This is an optimization exercise on Yosys and OpenROAD, whose aim is small area, a short achievable clock period and few clock cycles, not a production implementation. Only simulation tests tie the RTL to the original design; equivalence was not proved.

==> inputs of pepper <==
## adc_divider_voltage_averager_core
module adc_divider_voltage_averager_core (
    input  logic        i_clk,
    input  logic        i_rst_n,
    input  logic        i_in_valid,
    output logic        o_in_ready,
    input  logic [15:0] i_in_data,    
    output logic        o_out_valid,
    input  logic        i_out_ready,
    output logic [23:0] o_out_data,   
    input  logic        i_cfg_we,
    input  logic [1:0]  i_cfg_idx,
    input  logic [12:0] i_cfg_data
);
    localparam logic [1:0] OP_NONE = 2'd0;
    localparam logic [1:0] OP_A    = 2'd1;    
    localparam logic [1:0] OP_B    = 2'd2;    
    localparam logic [1:0] OP_J    = 2'd3;    
    logic        r_filter;
    logic [12:0] r_ref;
    logic [11:0] r_off;
    logic [9:0]  r_thr;
    always_ff @(posedge i_clk) begin
        if (!i_rst_n) begin
            r_filter <= 1'b0;
            r_ref    <= adv_pkg::REF_RESET;
            r_off    <= '0;
            r_thr    <= adv_pkg::THR_RESET;
        end else if (i_cfg_we) begin
            case (i_cfg_idx)
                2'd0:    r_filter <= i_cfg_data[0];
                2'd1:    r_ref    <= i_cfg_data;
                2'd2:    r_off    <= i_cfg_data[11:0];
                default: r_thr    <= i_cfg_data[9:0];
            endcase
        end
    end
    logic [28:0] w_kr;
    adv_kr u_kr (
        .i_clk (i_clk),
        .i_ref (r_ref),
        .o_kr  (w_kr)
    );
  ...
==> flow/config.mk <==
export PLATFORM = sky130hd
export DESIGN_NAME = adc_divider_voltage_averager_core
export DESIGN_NICKNAME = adc_divider_voltage_averager_core
export VERILOG_FILES = /design/flow/design.v
export SDC_FILE = /design/flow/constraint.sdc
export NUM_CORES = 4
export LEC_CHECK = 0
export ABC_AREA = 1
export CAP_MARGIN = 20
export CORE_MARGIN = 2
export CORE_UTILIZATION = 65
export PLACE_DENSITY = 0.75
export SLEW_MARGIN = 20
==> flow/constraint.sdc <==
create_clock -name core_clock -period 12.0 [get_ports {i_clk}]
set_input_delay 2.4000 -clock core_clock [delete_from_list [all_inputs] [get_ports {i_clk}]]
set_output_delay 2.4000 -clock core_clock [all_outputs]
set_load 0.01 [all_outputs]
run.sh (not shown) runs the stock make flow with config.mk's settings and CLKGATE_MAP_FILE= SYNTH_SCRIPT=/design/flow/synth_recipe.tcl, a recipe that flattens the netlist after the stock synthesis.
==> inputs of xenon, as changes to pepper <==
--- a/flow/design.v
+++ b/flow/design.v
@@ -9,21 +9,26 @@
 module adv_kr (
     input  logic        i_clk,
     input  logic [12:0] i_ref,
     output logic [28:0] o_kr
 );
     logic [16:0] r_k;
     logic [4:0]  w_hi;
     logic        w_wrap;
+    logic [12:0] w_lo;
+    logic        r_c;
     assign w_hi   = r_k[16:12];
     assign w_wrap = (&r_k[11:5]) && ((6'(r_k[4:0]) + 6'(w_hi)) >= 6'd32);
-    assign o_kr   = {r_k, 12'd0} + 29'(r_k) + 29'(w_hi) + 29'(w_wrap) + 29'd1;
+    assign w_lo   = 13'(r_k[11:0]) + 13'(w_hi) + 13'(w_wrap) + 13'd1;
     always_ff @(posedge i_clk) begin
-        r_k <= (17'(i_ref) << 3) + (17'(i_ref) << 1) + 17'(i_ref);
+        r_k         <= (17'(i_ref) << 3) + (17'(i_ref) << 1) + 17'(i_ref);
+        o_kr[11:0]  <= w_lo[11:0];
+        r_c         <= w_lo[12];
+        o_kr[28:12] <= r_k + 17'(w_hi) + 17'(r_c);
     end
 endmodule
 module adv_read (
     input  logic [16:0] i_mv,
     input  logic        i_zero,    
     input  logic [9:0]  i_thr,
     input  logic [11:0] i_off,
     output logic [16:0] o_mv
@@ -638,80 +643,81 @@
             case (i_cfg_idx)
                 2'd0:    r_filter <= i_cfg_data[0];
                 2'd1:    r_ref    <= i_cfg_data;
                 2'd2:    r_off    <= i_cfg_data[11:0];
                 default: r_thr    <= i_cfg_data[9:0];
             endcase
         end
     end
-    logic [28:0] w_kr;
+    logic [28:0] r_kr;
     adv_kr u_kr (
         .i_clk (i_clk),
         .i_ref (r_ref),
-        .o_kr  (w_kr)
+        .o_kr  (r_kr)
     );
     logic        r_ready;
     logic        w_take;
     logic [3:0]  r_cnt;
-    logic [11:0] r_xx, r_xl;
+    logic [11:0] r_xx;
+    logic [3:0]  r_xc;
     logic        r_xv, r_xf;
     logic        w_xon, w_xfirst, w_xlast;
     logic [3:0]  r_wch, r_wch2;
     assign w_take   = i_in_valid & r_ready;
     assign w_xon    = r_xv & r_xf;
     assign w_xfirst = (r_cnt == 4'd1);
     assign w_xlast  = (r_cnt == 4'd0);
     always_ff @(posedge i_clk) begin
         r_xx <= i_in_data[15:4];
-        r_xl <= i_in_data[15:4] & {12{r_filter}};
+        r_xc <= i_in_data[3:0];
         r_xf <= r_filter;
         if (!i_rst_n) begin
             r_xv  <= 1'b0;
             r_cnt <= '0;
         end else begin
             r_xv <= w_take;
             if (w_take) r_cnt <= r_cnt + 4'd1;
         end
-        if (w_take && (r_cnt == 4'd0)) r_wch <= i_in_data[3:0];
+        if (r_xv && w_xfirst) r_wch  <= r_xc;
         if (r_xv && w_xlast)  r_wch2 <= r_wch;
     end
     localparam logic [17:0] NEG_DIGITS = 18'b001_001_001_001_001_001;
     logic [1:0]         r_m1op, r_csop;
     logic signed [29:0] r_a;
     logic [17:0]        r_sel, r_sel2, w_sel_x, w_sel_j;
     logic               r_m1first, r_m1last, r_csfirst, r_cslast;
     logic [41:0]        w_sa, w_sb, r_csa, r_csb, w_p;
     logic               r_jpend;
     logic [11:0]        r_jp;
-    logic               w_vdone;
+    logic               r_accfull;
     logic               w_csa_op, w_jwant, w_job_go;
     logic [11:0]        w_mu;
     logic [27:0]        w_t;
     assign w_csa_op = (r_csop == OP_A);
-    assign w_jwant  = w_vdone || r_jpend;
+    assign w_jwant  = r_accfull || r_jpend;
     assign w_job_go = w_jwant && !w_csa_op && !w_xon;
     adv_s3t u_s3t (
-        .i_x (r_xl),
+        .i_x (r_xx),
         .o_t (w_t)
     );
     adv_benc u_enc_x (
         .i_u   ({~r_xx[11], r_xx[10:0]}),
         .o_sel (w_sel_x)
     );
     adv_benc u_enc_j (
-        .i_u   (r_jpend ? r_jp : w_mu),    
+        .i_u   (r_jpend ? r_jp : w_mu),
         .o_sel (w_sel_j)
     );
     adv_mul u_mul (
         .i_a   (r_a),
         .i_sel (r_sel),
         .i_pa  (r_m1op == OP_A),
         .i_pb  (r_m1op == OP_B),
-        .i_k   (r_a[28:0]),    
+        .i_k   (r_kr),
         .o_sa  (w_sa),
         .o_sb  (w_sb)
     );
     assign w_p = r_csa + r_csb;
     always_ff @(posedge i_clk) begin
         if (!i_rst_n) begin
             r_m1op <= OP_NONE;
             r_csop <= OP_NONE;
@@ -734,70 +740,70 @@
             r_m1first <= r_csfirst;
             r_m1last  <= r_cslast;
         end else if (w_xon) begin
             r_a       <= 30'(w_t);
             r_sel     <= w_sel_x ^ NEG_DIGITS;
             r_m1first <= w_xfirst;
             r_m1last  <= w_xlast;
         end else begin
-            r_a       <= 30'(w_kr);
+            r_a       <= 30'(r_kr);
             r_sel     <= w_sel_j;
             r_m1first <= w_xfirst;
             r_m1last  <= w_xlast;
         end
         r_csa     <= w_sa;
         r_csb     <= w_sb;
         r_csfirst <= r_m1first;
         r_cslast  <= r_m1last;
     end
     logic               r_vv, r_vfirst, r_vlast;
     logic signed [19:0] r_vval;
-    logic signed [22:0] r_acc, w_acc;
-    assign w_vdone = r_vv && r_vlast;
-    assign w_acc   = (r_vfirst ? 23'sd0 : r_acc) + 23'(r_vval);
+    logic signed [22:0] r_acc;
     always_ff @(posedge i_clk) begin
         if (!i_rst_n) begin
-            r_vv <= 1'b0;
+            r_vv      <= 1'b0;
+            r_accfull <= 1'b0;
         end else begin
-            r_vv <= (r_csop == OP_B) || (r_xv && !r_xf);
+            r_vv      <= (r_csop == OP_B) || (r_xv && !r_xf);
+            r_accfull <= r_vv && r_vlast;
         end
         if (r_csop == OP_B) begin
             r_vval   <= w_p[41:22];
             r_vfirst <= r_csfirst;
             r_vlast  <= r_cslast;
         end else begin
             r_vval   <= 20'(r_xx);
             r_vfirst <= w_xfirst;
             r_vlast  <= w_xlast;
         end
         if (r_vv) begin
-            r_acc <= w_acc;
+            r_acc <= (r_vfirst ? 23'sd0 : r_acc) + 23'(r_vval);
         end
     end
     logic        r_ov;
     logic [16:0] r_omv;
     logic [3:0]  r_och;
     logic        r_jzf;
     logic [3:0]  r_jch;
     logic        r_jqv;
     logic [16:0] r_jq;
     logic [16:0] w_mv;
-    assign w_mu = w_acc[22] ? 12'h800 : {~w_acc[15], w_acc[14:4]};
+    assign w_mu = r_acc[22] ? 12'h800 : {~r_acc[15], r_acc[14:4]};
     always_ff @(posedge i_clk) begin
         if (!i_rst_n) begin
             r_jpend <= 1'b0;
             r_jqv   <= 1'b0;
         end else begin
             r_jpend <= w_jwant && !w_job_go;
             r_jqv   <= (r_csop == OP_J);
         end
-        if (w_vdone) begin
+        if (r_accfull) begin
             r_jp  <= w_mu;
-            r_jzf <= w_acc[22] && (r_ref != '0);
+            r_jzf <= r_acc[22] && (r_ref != '0);
             r_jch <= r_wch2;
         end
         r_jq <= w_p[40:24];
     end
     adv_read u_read (
         .i_mv   (r_jq),
         .i_zero (r_jzf),
         .i_thr  (r_thr),
@@ -822,18 +828,17 @@
     logic       r_pend;
     logic       w_pend_n;
     logic [3:0] w_cnt_n;
     logic       w_ton, r_ton1, r_ton2, r_ton3;
     logic       w_jwant_n, w_block;
     assign w_ton     = w_take & r_filter;
     assign w_cnt_n   = w_take ? r_cnt + 4'd1 : r_cnt;
     assign w_pend_n  = (w_take && (r_cnt == 4'd15)) || (r_pend && !(r_ov && i_out_ready));
-    assign w_jwant_n = (w_jwant && !w_job_go)
-                     || ((r_csop == OP_B) ? r_cslast : (r_xv && !r_xf && w_xlast));
+    assign w_jwant_n = (w_jwant && !w_job_go) || (r_vv && r_vlast);
     assign w_block = (r_filter && r_ton1)                              
                    || (!r_filter && (w_ton || r_ton1 || r_ton2 || r_ton3))  
                    || (r_filter && w_jwant_n && (w_ton || r_ton2))      
                    || ((w_cnt_n == 4'd15) && w_pend_n);                
     always_ff @(posedge i_clk) begin
         if (!i_rst_n) begin
             r_pend  <= 1'b0;
             r_ready <= 1'b0;
==> flow/config.mk (replaced) <==
export PLATFORM = sky130hd
export DESIGN_NAME = adc_divider_voltage_averager_core
export DESIGN_NICKNAME = adc_divider_voltage_averager_core
export VERILOG_FILES = /design/flow/design.v
export SDC_FILE = /design/flow/constraint.sdc
export NUM_CORES = 4
export LEC_CHECK = 0
export CAP_MARGIN = 20
export CORE_MARGIN = 2
export CORE_UTILIZATION = 40
export SLEW_MARGIN = 20
==> inputs of onyx, as changes to pepper <==
--- a/flow/design.v
+++ b/flow/design.v
@@ -647,27 +647,26 @@
     adv_kr u_kr (
         .i_clk (i_clk),
         .i_ref (r_ref),
         .o_kr  (w_kr)
     );
     logic        r_ready;
     logic        w_take;
     logic [3:0]  r_cnt;
-    logic [11:0] r_xx, r_xl;
+    logic [11:0] r_xx;
     logic        r_xv, r_xf;
     logic        w_xon, w_xfirst, w_xlast;
     logic [3:0]  r_wch, r_wch2;
     assign w_take   = i_in_valid & r_ready;
     assign w_xon    = r_xv & r_xf;
     assign w_xfirst = (r_cnt == 4'd1);
     assign w_xlast  = (r_cnt == 4'd0);
     always_ff @(posedge i_clk) begin
         r_xx <= i_in_data[15:4];
-        r_xl <= i_in_data[15:4] & {12{r_filter}};
         r_xf <= r_filter;
         if (!i_rst_n) begin
             r_xv  <= 1'b0;
             r_cnt <= '0;
         end else begin
             r_xv <= w_take;
             if (w_take) r_cnt <= r_cnt + 4'd1;
         end
@@ -685,17 +684,17 @@
     logic               w_vdone;
     logic               w_csa_op, w_jwant, w_job_go;
     logic [11:0]        w_mu;
     logic [27:0]        w_t;
     assign w_csa_op = (r_csop == OP_A);
     assign w_jwant  = w_vdone || r_jpend;
     assign w_job_go = w_jwant && !w_csa_op && !w_xon;
     adv_s3t u_s3t (
-        .i_x (r_xl),
+        .i_x (r_xx),
         .o_t (w_t)
     );
     adv_benc u_enc_x (
         .i_u   ({~r_xx[11], r_xx[10:0]}),
         .o_sel (w_sel_x)
     );
     adv_benc u_enc_j (
         .i_u   (r_jpend ? r_jp : w_mu),    
==> flow/config.mk (replaced) <==
export PLATFORM = sky130hd
export DESIGN_NAME = adc_divider_voltage_averager_core
export DESIGN_NICKNAME = adc_divider_voltage_averager_core
export VERILOG_FILES = /design/flow/design.v
export SDC_FILE = /design/flow/constraint.sdc
export NUM_CORES = 4
export LEC_CHECK = 0
export ABC_AREA = 1
export CAP_MARGIN = 20
export CORE_MARGIN = 2
export CORE_UTILIZATION = 40
export SLEW_MARGIN = 20
==> inputs of delta, as changes to pepper <==
--- a/flow/design.v
+++ b/flow/design.v
@@ -647,63 +647,61 @@
     adv_kr u_kr (
         .i_clk (i_clk),
         .i_ref (r_ref),
         .o_kr  (w_kr)
     );
     logic        r_ready;
     logic        w_take;
     logic [3:0]  r_cnt;
-    logic [11:0] r_xx, r_xl;
-    logic        r_xv, r_xf;
+    logic [11:0] r_xl;
+    logic        r_xv;
     logic        w_xon, w_xfirst, w_xlast;
     logic [3:0]  r_wch, r_wch2;
     assign w_take   = i_in_valid & r_ready;
-    assign w_xon    = r_xv & r_xf;
+    assign w_xon    = r_xv;
     assign w_xfirst = (r_cnt == 4'd1);
     assign w_xlast  = (r_cnt == 4'd0);
     always_ff @(posedge i_clk) begin
-        r_xx <= i_in_data[15:4];
         r_xl <= i_in_data[15:4] & {12{r_filter}};
-        r_xf <= r_filter;
         if (!i_rst_n) begin
             r_xv  <= 1'b0;
             r_cnt <= '0;
         end else begin
-            r_xv <= w_take;
+            r_xv <= w_take && r_filter;    
             if (w_take) r_cnt <= r_cnt + 4'd1;
         end
         if (w_take && (r_cnt == 4'd0)) r_wch <= i_in_data[3:0];
-        if (r_xv && w_xlast)  r_wch2 <= r_wch;
+        if (w_take && (r_cnt == 4'd15)) r_wch2 <= r_wch;
     end
     localparam logic [17:0] NEG_DIGITS = 18'b001_001_001_001_001_001;
     logic [1:0]         r_m1op, r_csop;
     logic signed [29:0] r_a;
     logic [17:0]        r_sel, r_sel2, w_sel_x, w_sel_j;
     logic               r_m1first, r_m1last, r_csfirst, r_cslast;
     logic [41:0]        w_sa, w_sb, r_csa, r_csb, w_p;
     logic               r_jpend;
-    logic [11:0]        r_jp;
+    logic [16:0]        r_jp;    
     logic               w_vdone;
     logic               w_csa_op, w_jwant, w_job_go;
     logic [11:0]        w_mu;
     logic [27:0]        w_t;
     assign w_csa_op = (r_csop == OP_A);
     assign w_jwant  = w_vdone || r_jpend;
     assign w_job_go = w_jwant && !w_csa_op && !w_xon;
     adv_s3t u_s3t (
         .i_x (r_xl),
         .o_t (w_t)
     );
     adv_benc u_enc_x (
-        .i_u   ({~r_xx[11], r_xx[10:0]}),
+        .i_u   ({~r_xl[11], r_xl[10:0]}),
         .o_sel (w_sel_x)
     );
     adv_benc u_enc_j (
-        .i_u   (r_jpend ? r_jp : w_mu),    
+        .i_u   (r_jpend ? r_jp[11:0] : w_mu),    
         .o_sel (w_sel_j)
     );
     adv_mul u_mul (
         .i_a   (r_a),
         .i_sel (r_sel),
         .i_pa  (r_m1op == OP_A),
         .i_pb  (r_m1op == OP_B),
         .i_k   (r_a[28:0]),    
@@ -753,57 +751,58 @@
     logic signed [19:0] r_vval;
     logic signed [22:0] r_acc, w_acc;
     assign w_vdone = r_vv && r_vlast;
     assign w_acc   = (r_vfirst ? 23'sd0 : r_acc) + 23'(r_vval);
     always_ff @(posedge i_clk) begin
         if (!i_rst_n) begin
             r_vv <= 1'b0;
         end else begin
-            r_vv <= (r_csop == OP_B) || (r_xv && !r_xf);
+            r_vv <= (r_csop == OP_B) || (w_take && !r_filter);
         end
         if (r_csop == OP_B) begin
             r_vval   <= w_p[41:22];
             r_vfirst <= r_csfirst;
             r_vlast  <= r_cslast;
         end else begin
-            r_vval   <= 20'(r_xx);
-            r_vfirst <= w_xfirst;
-            r_vlast  <= w_xlast;
+            r_vval   <= 20'(i_in_data[15:4]);
+            r_vfirst <= (r_cnt == 4'd0);
+            r_vlast  <= (r_cnt == 4'd15);
         end
         if (r_vv) begin
             r_acc <= w_acc;
         end
     end
     logic        r_ov;
     logic [16:0] r_omv;
     logic [3:0]  r_och;
     logic        r_jzf;
     logic [3:0]  r_jch;
     logic        r_jqv;
-    logic [16:0] r_jq;
     logic [16:0] w_mv;
     assign w_mu = w_acc[22] ? 12'h800 : {~w_acc[15], w_acc[14:4]};
     always_ff @(posedge i_clk) begin
         if (!i_rst_n) begin
             r_jpend <= 1'b0;
             r_jqv   <= 1'b0;
         end else begin
             r_jpend <= w_jwant && !w_job_go;
             r_jqv   <= (r_csop == OP_J);
         end
         if (w_vdone) begin
-            r_jp  <= w_mu;
+            r_jp  <= 17'(w_mu);
             r_jzf <= w_acc[22] && (r_ref != '0);
             r_jch <= r_wch2;
         end
-        r_jq <= w_p[40:24];
+        if (r_csop == OP_J) begin
+            r_jp <= w_p[40:24];
+        end
     end
     adv_read u_read (
-        .i_mv   (r_jq),
+        .i_mv   (r_jp),
         .i_zero (r_jzf),
         .i_thr  (r_thr),
         .i_off  (r_off),
         .o_mv   (w_mv)
     );
     always_ff @(posedge i_clk) begin
         if (!i_rst_n) begin
             r_ov <= 1'b0;
@@ -817,36 +816,38 @@
             r_och <= r_jch;
         end
     end
     assign o_out_valid = r_ov;
     assign o_out_data  = {3'b000, r_omv, r_och};
     logic       r_pend;
     logic       w_pend_n;
     logic [3:0] w_cnt_n;
-    logic       w_ton, r_ton1, r_ton2, r_ton3;
+    logic       w_ton, r_ton1, r_ton2, r_ton3, r_ton4;
     logic       w_jwant_n, w_block;
     assign w_ton     = w_take & r_filter;
     assign w_cnt_n   = w_take ? r_cnt + 4'd1 : r_cnt;
     assign w_pend_n  = (w_take && (r_cnt == 4'd15)) || (r_pend && !(r_ov && i_out_ready));
     assign w_jwant_n = (w_jwant && !w_job_go)
-                     || ((r_csop == OP_B) ? r_cslast : (r_xv && !r_xf && w_xlast));
+                     || ((r_csop == OP_B) ? r_cslast : (w_take && !r_filter && (r_cnt == 4'd15)));
     assign w_block = (r_filter && r_ton1)                              
-                   || (!r_filter && (w_ton || r_ton1 || r_ton2 || r_ton3))  
+                   || (!r_filter && (w_ton || r_ton1 || r_ton2 || r_ton3 || r_ton4))  
                    || (r_filter && w_jwant_n && (w_ton || r_ton2))      
                    || ((w_cnt_n == 4'd15) && w_pend_n);                
     always_ff @(posedge i_clk) begin
         if (!i_rst_n) begin
             r_pend  <= 1'b0;
             r_ready <= 1'b0;
             r_ton1  <= 1'b0;
             r_ton2  <= 1'b0;
             r_ton3  <= 1'b0;
+            r_ton4  <= 1'b0;
         end else begin
             r_pend  <= w_pend_n;
             r_ready <= !w_block;
             r_ton1  <= w_ton;
             r_ton2  <= r_ton1;
             r_ton3  <= r_ton2;
+            r_ton4  <= r_ton3;
         end
     end
     assign o_in_ready = r_ready;
 endmodule
==> flow/config.mk (replaced) <==
export PLATFORM = sky130hd
export DESIGN_NAME = adc_divider_voltage_averager_core
export DESIGN_NICKNAME = adc_divider_voltage_averager_core
export VERILOG_FILES = /design/flow/design.v
export SDC_FILE = /design/flow/constraint.sdc
export NUM_CORES = 4
export LEC_CHECK = 0
export ABC_AREA = 1
export CAP_MARGIN = 20
export CORE_MARGIN = 2
export CORE_UTILIZATION = 40
export SLEW_MARGIN = 20
==> notes.md <==
Status: pepper timing/DRC/antenna clean; xenon timing/DRC/antenna clean; onyx timing/DRC/antenna clean; delta timing/DRC/antenna clean
Cell mode on critical path: pepper fa_1; xenon a21oi_1; onyx -; delta nand2_1
CP Buf/Inv Count: pepper 4; xenon 1; onyx 2; delta 2
Clock period minus final worst setup slack: pepper 4.08 ns; xenon 4.79 ns; onyx 4.23 ns; delta 4.26 ns
HPWL after detailed placement: pepper 64.4 mm; xenon 54.0 mm; onyx 64.2 mm; delta 66.4 mm
Proportion of cell area occupied by multi-input gates: pepper 57.4%; xenon 56.6%; onyx 57.1%; delta 57.7%
Path length in cells of the critical path: pepper 9; xenon 16; onyx 17; delta 18
Placed standard-cell area: pepper 0.0281 sq mm; xenon 0.0276 sq mm; onyx 0.0282 sq mm; delta 0.0281 sq mm
Number of global-route vias before repair: pepper 24134; xenon 19940; onyx 21931; delta 22302
Layout non-clock buf frac: pepper 2.63%; xenon 2.82%; onyx 2.54%; delta 2.64%
Total routed wirelength: pepper 85.0 mm; xenon 72.3 mm; onyx 82.7 mm; delta 86.2 mm
Top routing layer used: pepper met4; xenon met4; onyx met5; delta met4
Capture point of the critical path: pepper r_csb[30]; xenon r_a[27]; onyx r_a[23]; delta r_a[22]
Register share of the cell area: pepper 26.7%; xenon 28.5%; onyx 25.6%; delta 25.2%
Post-synthesis cell type count: pepper 58; xenon 86; onyx 67; delta 59
Length of routed met2 wiring: pepper 37.8 mm; xenon 33.7 mm; onyx 36.0 mm; delta 36.5 mm
Final cell utilization of the core: pepper 71.5%; xenon 44.5%; onyx 44.3%; delta 44.4%
Data arrival time of the critical path: pepper 4.53 ns; xenon 5.24 ns; onyx 4.71 ns; delta 4.72 ns
Number of cells on the worst reg-to-reg path: pepper 9; xenon 16; onyx 17; delta 18
Testbench counts of pepper, summed over its fixed seeds: cycles 3,480.
Testbench counts of xenon, summed over its fixed seeds: cycles 3,512.
Testbench counts of onyx, summed over its fixed seeds: cycles 3,480.
Testbench counts of delta, summed over its fixed seeds: cycles 3,464.

-- afterwards: timing with drivers on the ports --
The flow's constraints put no driver on any port. The routed layouts listed below were extracted and timed again, unchanged, in two steps. Step 1 sets driving cells, clkbuf_16 on the clock port and buf_2 on the other inputs (assumed; they add their load-dependent delay and slew). Step 2 adds t to the input delays and takes it off the output delays; t is the mean of the earliest and latest rising clock arrival at the registers after step 1. Input paths then give back, and output paths get back, about the clock's delay inside the block. a / b / c = ideal ports / drivers / drivers and shift; a / b = the first two.
| run | shift t [ns] | slack for setup (ns) | hold WS [ns] | worst slew at a driven data input, ns | pins driven straight from the clock port |
|---|---|---|---|---|---|
| pepper | 0.627 | 7.922 / 7.922 / 7.643 | 0.332 / 0.332 / 0.332 | 0.08 | 1 |
| xenon | 0.642 | 7.209 / 7.209 / 7.209 | 0.328 / 0.328 / 0.328 | 0.04 | 1 |
| onyx | 0.637 | 7.771 / 7.771 / 7.709 | 0.327 / 0.327 / 0.327 | 0.04 | 1 |
| delta | 0.651 | 7.739 / 7.739 / 7.690 | 0.328 / 0.328 / 0.328 | 0.05 | 1 |
After both steps setup and hold are still met in every run listed. The setup slack of pepper, which loses most, moves by 0.000 ns with the drivers and by -0.279 ns with both steps.
